Background: an optimization exercise with open tools, aiming at small area, a short achievable clock period and few clock cycles. Do not read the settings as production practice.
The RTL was checked by simulation tests, not by an equivalence proof against the original design.
Power is estimated from default activity; no workload was simulated.

Design lfu_page_cache_directory, start of the top module:
module lfu_page_cache_directory (
	input  logic        clk,
	input  logic        arst_n,
	input  logic        cfg_valid,
	output logic        cfg_ready,
	input  logic [4:0]  cfg_active_slots,
	input  logic        req_valid,
	output logic        req_ready,
	input  logic        req_func,
	input  logic [31:0] req_page_number,
	input  logic        req_is_write,
	output logic        res_valid,
	input  logic        res_ready,
	output logic [3:0]  res_slot,
	output logic        res_hit,
	output logic        res_fill_needed,
	output logic        res_writeback_valid,
	output logic [3:0]  res_writeback_slot,
	output logic [31:0] res_writeback_page,
	output logic        res_last
);
	localparam int S = 16;
	logic [S-1:0]  valid_q, dirty_q;
	logic [31:0]   page_q [S];
	logic [15:0]   cnt_q  [S];
	logic [S-1:0]  off_q;        
	logic [S-1:0]  act_q;
	logic          r_valid_q, r_func_q, r_wr_q;
	logic [31:0]   r_page_q;
	logic [S-1:0]  r_match_q;    
	logic          a_valid_q, a_func_q, a_wr_q;
	logic [31:0]   a_page_q;
	logic          b_valid_q, b_func_q, b_wr_q;
	logic [31:0]   b_page_q;
	logic          o_valid_q;
	logic [3:0]    o_slot_q, o_wbs_q;
	logic          o_hit_q, o_fill_q, o_wbv_q, o_last_q;
	logic [31:0]   o_wbp_q;
	logic [S-1:0]  cw_q;
	logic          cw_one_q;
	logic [15:0]   csel_q;       
	logic [S-1:0]  one_q;        
	logic          sc_run_q, sc_done_q, sc_cv_q, sc_ca_q;
	logic [3:0]    sc_idx_q, sc_vic_q, sc_ci_q;
	logic [15:0]   sc_min_q;
	function automatic [S-1:0] lowest(input [S-1:0] v);
		logic [S-1:0] p;
		p = v;
		p = p | (p << 1);
		p = p | (p << 2);
		p = p | (p << 4);
		p = p | (p << 8);
		lowest = v & ~(p << 1);
	endfunction
	function automatic [3:0] enc(input [S-1:0] oh);
		enc = '0;
		for (int i = 0; i < S; i++)
			if (oh[i]) enc = enc | 4'(i);
	endfunction
	function automatic [S-1:0] off_mask(input [4:0] a);
		for (int i = 0; i < S; i++)
  ...
Size in the first run: about 3400 cells after synthesis, ~1100 flip-flops, roughly 91 I/O pins, ~0.047 mm² of cells after synthesis.
make LEC_CHECK=0 CAP_MARGIN=20 CORE_MARGIN=2 CORE_UTILIZATION=40 CTS_CLUSTER_DIAMETER=100 CTS_CLUSTER_SIZE=20 SETUP_SLACK_MARGIN=4.5 SLEW_MARGIN=20 finish   # period 8.0 ns
run.sh (not shown) runs the stock make flow with config.mk's settings and CLKGATE_MAP_FILE= SYNTH_SCRIPT=/design/flow/synth_recipe.tcl, a recipe that flattens the netlist after the stock synthesis.
The baseline completed without violations.
Testbench counts at the start, summed over its fixed seeds: cycles 4,402.
Edit:
- SETUP_SLACK_MARGIN: 4.5 -> 4.9
- TNS_END_PERCENT: unset -> 20
What happened:
- via count rises by a few percent
- final area rises by a few percent
- clock power hardly moves
- clock skew went down by 0.011 ns
- non-clock buffer count climbs by 97
- global-route usage went up by 0.40 points
- synthesized cell count stays the same

---

Starting RTL as in the previous note.
clock: 8.0 ns
lec_check: 0
cap_margin: 20
core_margin: 2
core_utilization: 40
cts_cluster_diameter: 100
cts_cluster_size: 20
setup_slack_margin: 4.9
slew_margin: 20
tns_end_percent: 50
Testbench counts at the start, summed over its fixed seeds: cycles 4,402.
Edit:
- CTS_CLUSTER_DIAMETER: 100 -> default
- CTS_CLUSTER_SIZE: 20 -> default
- SETUP_SLACK_MARGIN: 4.9 -> 4.5
- TNS_END_PERCENT: 50 -> default
Register-to-register slack degrades by 130 ps.
Cell area goes down by 2.1%.
Synthesized area does not change.
Clock skew goes up by 3.1 ps.
Edit:
- SETUP_SLACK_MARGIN: 4.5 -> 4.7
Via count goes up by about 1.4%.
Wire length goes down by about 1.8%.
Final area goes up by about 1.7%.
Combinational power goes up by about 3%.

---

wip/yarrow:
The RTL this note starts from:
==> flow/design.v <==
package lfu_pkg;
	localparam int SLOTS      = 16;
	localparam int COUNT_BITS = 16;
	localparam int PAGE_W     = 32;
	localparam int IDX_W      = 4;    
	localparam int NSLOT_W    = 5;    
	typedef struct packed {
		logic             load;         
		logic             track;        
		logic             hit_upd;      
		logic             alloc;        
		logic             flush_take;   
		logic             flush_end;    
		logic [IDX_W-1:0] idx;
	} lfu_cmd_t;
	typedef struct packed {
		logic match;        
		logic dirty_live;   
		logic pend;         
		logic out_free;     
	} lfu_sts_t;
endpackage
module lfu_page_cache_directory (
	input  logic        clk,
	input  logic        arst_n,
	input  logic        cfg_valid,
	output logic        cfg_ready,
	input  logic [4:0]  cfg_active_slots,
	input  logic        req_valid,
	output logic        req_ready,
	input  logic        req_func,
	input  logic [31:0] req_page_number,
	input  logic        req_is_write,
	output logic        res_valid,
	input  logic        res_ready,
	output logic [3:0]  res_slot,
	output logic        res_hit,
	output logic        res_fill_needed,
	output logic        res_writeback_valid,
	output logic [3:0]  res_writeback_slot,
	output logic [31:0] res_writeback_page,
	output logic        res_last
);
	localparam int S = 16;
	logic [S-1:0]  valid_q, dirty_q;
	logic [31:0]   page_q [S];
	logic [15:0]   cnt_q  [S];
	logic [S-1:0]  off_q;        
	logic [S-1:0]  act_q;
	logic          r_valid_q, r_func_q, r_wr_q;
	logic [31:0]   r_page_q;
	logic [S-1:0]  r_match_q;    
	logic          a_valid_q, a_func_q, a_wr_q;
	logic [31:0]   a_page_q;
	logic          b_valid_q, b_func_q, b_wr_q;
	logic [31:0]   b_page_q;
	logic          o_valid_q;
	logic [3:0]    o_slot_q, o_wbs_q;
	logic          o_hit_q, o_fill_q, o_wbv_q, o_last_q;
	logic [31:0]   o_wbp_q;
	logic [S-1:0]  cw_q;
	logic          cw_one_q;
	logic [15:0]   csel_q;       
	logic [S-1:0]  one_q;        
	logic          sc_run_q, sc_done_q, sc_cv_q, sc_ca_q;
	logic [3:0]    sc_idx_q, sc_vic_q, sc_ci_q;
	logic [15:0]   sc_min_q;
	function automatic [S-1:0] lowest(input [S-1:0] v);
		logic [S-1:0] p;
		p = v;
		p = p | (p << 1);
		p = p | (p << 2);
		p = p | (p << 4);
		p = p | (p << 8);
		lowest = v & ~(p << 1);
	endfunction
	function automatic [3:0] enc(input [S-1:0] oh);
		enc = '0;
		for (int i = 0; i < S; i++)
			if (oh[i]) enc = enc | 4'(i);
	endfunction
	function automatic [S-1:0] off_mask(input [4:0] a);
		for (int i = 0; i < S; i++)
			off_mask[i] = !((i == 0) || (a > 5'd16) || (5'(i) < a));
	endfunction
	assign act_q = ~off_q;
	logic [S-1:0]  match, hit_oh, free, free_oh, dl, dl_oh, one, vic_oh, tgt_oh, sel_oh;
	logic          hit, has_free, dl_any, dl_one, vic_ok;
	logic [15:0]   cnt_sel, cnt_inc;
	logic [31:0]   sel_page;
	always_comb begin
		for (int i = 0; i < S; i++) begin
			match[i] = r_match_q[i];
			free[i]  = !valid_q[i] && act_q[i];
			dl[i]    = valid_q[i] && dirty_q[i] && act_q[i];
			one[i]   = act_q[i] && one_q[i];
		end
	end
	assign hit_oh   = lowest(match);
	assign hit      = |match;
	assign free_oh  = lowest(free);
	assign has_free = |free;
	assign dl_oh    = lowest(dl);
	assign dl_any   = |dl;
	assign dl_one   = (dl & ~dl_oh) == '0;
	logic          sc_need, sc_take;
	logic [S-1:0]  ptr_oh, scv_oh;
	assign sc_need = r_valid_q && !r_func_q && !hit && !has_free && !(|one) && !sc_done_q;
	always_comb begin
		for (int i = 0; i < S; i++) begin
			ptr_oh[i] = sc_run_q && (sc_idx_q == 4'(i));
			scv_oh[i] = (sc_vic_q == 4'(i));
		end
	end
	assign sc_take = sc_cv_q && sc_ca_q && ((sc_ci_q == 4'd0) || csel_q < sc_min_q);
	assign vic_oh = (|one) ? lowest(one) : scv_oh;
	assign vic_ok = (|one) || sc_done_q;
	assign tgt_oh = has_free ? free_oh : vic_oh;
	logic out_free, go, do_acc, do_fl, r_done, evict, alloc, take, r_load, a_load;
	assign out_free  = !o_valid_q || res_ready;
	assign go        = r_valid_q && out_free && (r_func_q || hit || has_free || vic_ok);
	assign do_acc    = go && !r_func_q;
	assign do_fl     = go && r_func_q;
	assign alloc     = do_acc && !hit;
	assign evict     = !hit && !has_free;
	assign r_done    = do_acc || (do_fl && (!dl_any || dl_one));
	assign req_ready = !b_valid_q;
	assign take      = req_valid && !b_valid_q;
	assign r_load    = (!r_valid_q || r_done) && a_valid_q;
	assign a_load    = r_load || !a_valid_q;
	assign cfg_ready = 1'b1;
	logic          n_func, n_wr;
	logic [31:0]   n_page;
	assign n_func = a_func_q;
	assign n_wr   = a_wr_q;
	assign n_page = a_page_q;
	assign sel_oh = r_func_q ? dl_oh : evict ? vic_oh : '0;
	always_comb begin
		cnt_sel  = '0;
		sel_page = '0;
		for (int i = 0; i < S; i++) begin
			cnt_sel  = cnt_sel  | (cnt_q[i]  & {16{hit_oh[i] | ptr_oh[i]}});
			sel_page = sel_page | (page_q[i] & {32{sel_oh[i]}});
		end
	end
	assign cnt_inc = cw_one_q ? 16'd1 : (csel_q == 16'hFFFF) ? csel_q : csel_q + 16'd1;
	always_ff @(posedge clk or negedge arst_n) begin
		if (!arst_n) begin
			valid_q   <= '0;
			dirty_q   <= '0;
			off_q     <= '0;
			r_valid_q <= 1'b0;
			a_valid_q <= 1'b0;
			b_valid_q <= 1'b0;
			o_valid_q <= 1'b0;
			sc_run_q  <= 1'b0;
			sc_done_q <= 1'b0;
			sc_cv_q   <= 1'b0;
			sc_idx_q  <= '0;
			cw_q      <= '0;
			one_q     <= '0;
		end else begin
			if (cfg_valid) off_q <= off_mask(cfg_active_slots);
			if (r_load)      r_valid_q <= 1'b1;
			else if (r_done) r_valid_q <= 1'b0;
			if (a_load) a_valid_q <= b_valid_q || take;
			b_valid_q <= !a_load && (b_valid_q || take);
			if (go)             o_valid_q <= 1'b1;
			else if (res_ready) o_valid_q <= 1'b0;
			cw_q <= !do_acc ? '0 : hit ? hit_oh : tgt_oh;
			if (do_acc) one_q <= hit ? (one_q & ~hit_oh) : (one_q | tgt_oh);
			if (sc_run_q && sc_idx_q == 4'd15) sc_run_q <= 1'b0;
			else if (sc_need && !sc_cv_q)      sc_run_q <= 1'b1;
			if (go)                                sc_done_q <= 1'b0;
			else if (sc_cv_q && sc_ci_q == 4'd15)  sc_done_q <= 1'b1;
			if (sc_run_q) sc_idx_q <= sc_idx_q + 4'd1;
			sc_cv_q <= sc_run_q;
			if (do_acc) begin
				if (hit) begin
					if (r_wr_q) dirty_q <= dirty_q | hit_oh;
				end else begin
					valid_q <= valid_q | tgt_oh;
					dirty_q <= r_wr_q ? (dirty_q | tgt_oh) : (dirty_q & ~tgt_oh);
				end
			end
			if (do_fl) begin
				valid_q <= valid_q & ~dl_oh;
				dirty_q <= dirty_q & ~dl_oh;
			end
		end
	end
	always_ff @(posedge clk) begin
		cw_one_q <= !hit;
		csel_q   <= (|(cw_q & hit_oh)) ? cnt_inc : cnt_sel;
		sc_ci_q  <= sc_idx_q;
		sc_ca_q  <= act_q[sc_idx_q];
		if (sc_take) begin
			sc_min_q <= csel_q;
			sc_vic_q <= sc_ci_q;
		end
		if (take) begin
			b_func_q <= req_func;
			b_wr_q   <= req_is_write;
			b_page_q <= req_page_number;
		end
		if (a_load) begin
			a_func_q <= b_valid_q ? b_func_q : req_func;
			a_wr_q   <= b_valid_q ? b_wr_q   : req_is_write;
			a_page_q <= b_valid_q ? b_page_q : req_page_number;
		end
		if (r_load) begin
			r_func_q <= n_func;
			r_wr_q   <= n_wr;
			r_page_q <= n_page;
			for (int i = 0; i < S; i++)
				r_match_q[i] <= act_q[i] && ((alloc && tgt_oh[i]) ? (r_page_q == n_page) :
					(valid_q[i] && !(do_fl && dl_oh[i]) && (page_q[i] == n_page)));
		end
		for (int i = 0; i < S; i++) begin
			if (alloc && tgt_oh[i])
				page_q[i] <= r_page_q;
			if (cw_q[i])
				cnt_q[i] <= cnt_inc;
		end
		if (go) begin
			o_slot_q <= r_func_q ? enc(dl_oh) : hit ? enc(hit_oh) : enc(tgt_oh);
			o_hit_q  <= !r_func_q && hit;
			o_fill_q <= !r_func_q && !hit && !r_wr_q;
			o_wbv_q  <= r_func_q ? dl_any : evict;
			o_wbs_q  <= enc(sel_oh);
			o_wbp_q  <= sel_page;
			o_last_q <= !r_func_q || !dl_any || dl_one;
		end
	end
	assign res_valid           = o_valid_q;
	assign res_slot            = o_slot_q;
	assign res_hit             = o_hit_q;
	assign res_fill_needed     = o_fill_q;
	assign res_writeback_valid = o_wbv_q;
	assign res_writeback_slot  = o_wbs_q;
	assign res_writeback_page  = o_wbp_q;
	assign res_last            = o_last_q;
endmodule
==> flow/config.mk <==
export PLATFORM = sky130hd
export DESIGN_NAME = lfu_page_cache_directory
export DESIGN_NICKNAME = lfu_page_cache_directory
export VERILOG_FILES = /design/flow/design.v
export SDC_FILE = /design/flow/constraint.sdc
export NUM_CORES = 4
export LEC_CHECK = 0
export CAP_MARGIN = 20
export CORE_MARGIN = 2
export CORE_UTILIZATION = 40
export CTS_CLUSTER_DIAMETER = 100
export CTS_CLUSTER_SIZE = 20
export GPL_ROUTABILITY_DRIVEN = 0
export SETUP_SLACK_MARGIN = 4.9
export SLEW_MARGIN = 20
==> flow/constraint.sdc <==
create_clock -name core_clock -period 8.0 [get_ports {clk}]
set_input_delay 1.6000 -clock core_clock [delete_from_list [all_inputs] [get_ports {clk}]]
set_output_delay 1.6000 -clock core_clock [all_outputs]
set_load 0.01 [all_outputs]
In wip/yarrow the implementation completed, yet the final layout does not meet the checks, the culprit being max-capacitance violations, max-slew violations.
Testbench counts of wip/yarrow, summed over its fixed seeds: cycles 4,402.
Input-level comparison between wip/delta and wip/yarrow:
-- flow/config.mk --
<<< wip/yarrow, line 12
export CTS_CLUSTER_SIZE = 20
export GPL_ROUTABILITY_DRIVEN = 0
export SETUP_SLACK_MARGIN = 4.9
>>> wip/delta, line 12
export CTS_CLUSTER_SIZE = 20
export SETUP_SLACK_MARGIN = 4.9
--- outcome ---
wip/delta | status: complete | timing, DRC, antenna: pass
Delta (wip/delta minus wip/yarrow): fraction of met3 tracks used by global routing decreased by 1.2 points relative to the old numbers; global-route usage closely matched the old numbers; worst hold slack after final layout decreased by 0.011 ns relative to the old numbers; maximum number of pins on one net before global-route repair increased by about 45% relative to the old numbers.
The following lists how wip/lagoon was set up differently from wip/delta:
-- flow/config.mk --
<<< wip/delta, line 12
export CTS_CLUSTER_SIZE = 20
export SETUP_SLACK_MARGIN = 4.9
export SLEW_MARGIN = 20
>>> wip/lagoon, line 12
export CTS_CLUSTER_SIZE = 20
export SETUP_SLACK_MARGIN = 4.7
export SLEW_MARGIN = 20
Findings:
- Lower worst hold slack among wip/delta and wip/lagoon: wip/delta
- The run with more routed wire is wip/delta, not wip/lagoon.
- | area added between synthesis and finish | wip/lagoon vs wip/delta | 2.8 points lower |
- Comparing fraction of the cycle the final worst path needs for wip/delta and wip/lagoon, the bigger number came from wip/lagoon.

## re-timing with driven ports
In the flow no input, the clock included, has a driving cell. The finished layouts below were timed again as built, in two steps. Step 1 assumes that a clkbuf_16 drives the clock port and a buf_2 every other input. Step 2 times the ports against the registers' clock, not the clock port: input delays grow and output delays shrink by t, the midpoint of the rising clock arrivals with the driver on. Three values: ideal, step 1, step 2; two values: the first two.
| run | t (ns) | setup slack, ns | slew at the worst register clock pin (ns) |
|---|---|---|---|
| the first run of note 1 | 0.775 | 4.467 / 4.467 / 3.767 | 0.10 / 0.10 |
| the second run of note 1 | 0.786 | 4.647 / 4.575 / 4.096 | 0.10 / 0.10 |
| the first run of note 2 | 0.778 | 4.640 / 4.640 / 3.997 | 0.10 / 0.10 |
| the second run of note 2 | 0.781 | 4.513 / 4.506 / 3.776 | 0.07 / 0.07 |
| the third run of note 2 | 0.770 | 4.690 / 4.667 / 3.982 | 0.08 / 0.08 |
| wip/yarrow | 0.794 | 4.614 / 4.614 / 4.105 | 0.10 / 0.10 |
| wip/delta | 0.775 | 4.719 / 4.719 / 4.193 | 0.10 / 0.10 |
| wip/lagoon | 0.784 | 4.573 / 4.573 / 3.954 | 0.09 / 0.09 |
For the second run of note 2, which loses most, drivers alone change the setup slack by -0.007 ns; drivers and shift together by -0.737 ns.
